From an optimization exercise on the open Yosys and OpenROAD flow, aimed at small area, a short achievable clock period and few clock cycles; shortcuts taken in it are not production practice.
Function was checked by simulation only, so behaviour that the tests miss may differ from the original.

try-tundra:
Design processor_pool_task_scheduler, start of the top module:
module processor_pool_task_scheduler #(
  parameter int unsigned QUEUE_DEPTH    = 16,
  parameter int unsigned RUN_SLOTS      = 64,
  parameter int unsigned MAX_PROCESSORS = 64
) (
  input  logic              clk_i,
  input  logic              rst_ni,
  input  logic              start,
  output logic              busy,
  input  logic [12:0]       req_i,
  output logic              result_valid_o,
  output logic [160:0]      result_o,
  input  logic              cfg_valid_i,
  output logic              cfg_ready_o,
  input  logic [6:0]        cfg_data_i
);
  localparam int unsigned QD = 16;
  localparam int unsigned NB = 20;
  logic [6:0]  pool_q, free_q, held_q, run_q;
  logic [4:0]  cnt_q;
  logic [31:0] tick_q, idle_q, done_q, ref_q;
  logic [1:0]  status_q;
  logic [4:0]  started_q;
  logic [6:0]  fin_q;
  logic        vld_q;
  logic        scan_q;
  logic [3:0]  ptr_q;
  logic [6:0]  thr_q;
  logic        thr_ok_q;
  logic        pv_q, p0_q, p1_q;
  logic [NB-1:0] po_q;      
  logic [6:0]  pn_q;
  ...
clock: 8.0 ns
lec_check: 0
cap_margin: 20
core_margin: 2
core_utilization: 40
place_density: 0.75
setup_slack_margin: 4.0
slew_margin: 20
run.sh (not shown) runs the stock make flow with config.mk's settings and CLKGATE_MAP_FILE= SYNTH_SCRIPT=/design/flow/synth_recipe.tcl, a recipe that flattens the netlist after the stock synthesis.
try-tundra reached the end of the flow, and the finished layout is clean on the timing, design-rule and antenna checks.
Testbench counts of try-tundra, summed over its fixed seeds: cycles 6,434.
diff inputs: try-tundra => try-sierra
Settings: clearing PLACE_DENSITY, which used to be 0.75; swapping 40 for 50 in CORE_UTILIZATION; swapping 4.0 for 4.2 in SETUP_SLACK_MARGIN.
### Flow results
In try-sierra, the non-clock buffer total of the final layout came out 22% above the value in try-tundra.
Post-route minimum period in try-sierra is 0.033 ns above try-tundra.
try-tundra and try-sierra ended up with roughly the same register clock-pin slew on the reported worst setup and hold paths.
Re number of detailed-routing iterations run before antenna repair: try-sierra and try-tundra aren't equal, and the lower value belongs to try-sierra.
--- input diff try-sierra..try-fjord ---
Settings: a change of CORE_UTILIZATION from 50 to 40; a change of SETUP_SLACK_MARGIN from 4.2 to 3.7.
==> run summary <==
- try-fjord vs try-sierra — clock-buffer cell count climbed slightly
- As far as number of H-tree levels goes, try-sierra and try-fjord are indistinguishable; the numbers are identical.
- The buffer count excluding the clock tree in the final layout in try-sierra is 1.4 times that in try-fjord.
- Re antenna diode count: try-sierra and try-fjord aren't equal, and the lower value belongs to try-fjord.
- Compared to try-sierra, try-fjord shows a narrower setup margin.
- Cmp try-sierra and try-fjord / cell count / lower: try-sierra
- The worst stage delay on the critical path in try-fjord sits 0.32 ns above the value recorded for try-sierra.
- Clock latency at the later pin of the worst-skew pair | try-fjord above try-sierra
- Number of inverters outside the clock class in the layout went down slightly going from try-sierra to try-fjord.
- The via count reported for try-fjord is lower than the one for try-sierra.
The following lists how try-violet was set up differently from try-fjord:
Settings: SETUP_SLACK_MARGIN: 3.7 -> 4.0.
- In the tables for try-violet and try-fjord, setup slack reads lower with try-fjord.
- try-fjord has a lower clock tree skew after final layout than try-violet.
- Compared with try-fjord, in try-violet non-clock buffer area fraction after layout saw an increase, first-pass iteration count of the detailed router climbed 2.
### try-violet -> try-lagoon
Settings: CAP_MARGIN: 20 -> 5; SLEW_MARGIN: 20 -> 5.
==> run summary <==
- Looking at met2 usage in global routing, try-lagoon sits 0.45 points lower than try-violet does.
- There was hardly any difference in final instance area between try-lagoon and try-violet.
- Compared with try-violet, try-lagoon shows wire length on met3 that has gone down slightly.
- Looking at try-lagoon and try-violet, the net total in the final layout is a wash.
- Going from try-violet to try-lagoon, the smallest setup slack after layout was found to have gone down by 0.11 ns.
- From try-lagoon to try-violet, die area did not move at all.
- A startpoint of the worst setup timing path of thr_q[4]$_DFF_PN1_ is what try-violet shows, while thr_q[0]$_DFF_PN0_ belongs to try-lagoon.
- Number of DRC markers after the initial detailed-route iteration ended up about 2.8% lower on try-lagoon than on try-violet.
- try-violet has a higher count of plain and timing-repair buffers in the layout than try-lagoon.
- Sequential share of layout area: try-violet vs try-lagoon — no meaningful difference

[separate check: timing with driven ports]
Ports are ideal in the flow. The routed layouts listed here were re-timed in OpenROAD.
Step 1: set_driving_cell puts a clkbuf_16 on clk_i and a buf_2 on each other input, an assumption about the parent block.
Step 2 also shifts input and output timing later by t, the mid clock arrival at the registers, as if the neighbouring blocks saw the same clock.
Three values: ideal ports, drivers, drivers and shift; two values: the first two.
run	shift t [ns]	setup slack, ns	hold slack, ns
try-tundra	0.750	3.757 / 3.757 / 3.265	0.472 / 0.472 / 0.472
try-sierra	0.739	3.724 / 3.724 / 3.422	0.471 / 0.471 / 0.471
try-fjord	0.759	3.587 / 3.587 / 3.084	0.476 / 0.476 / 0.476
try-violet	0.766	3.862 / 3.862 / 3.425	0.476 / 0.476 / 0.476
try-lagoon	0.752	3.756 / 3.756 / 3.225	0.474 / 0.474 / 0.474
After both steps every run listed still meets setup and hold. For try-lagoon, which loses most, drivers alone change the setup slack by 0.000 ns; drivers and shift together by -0.531 ns.
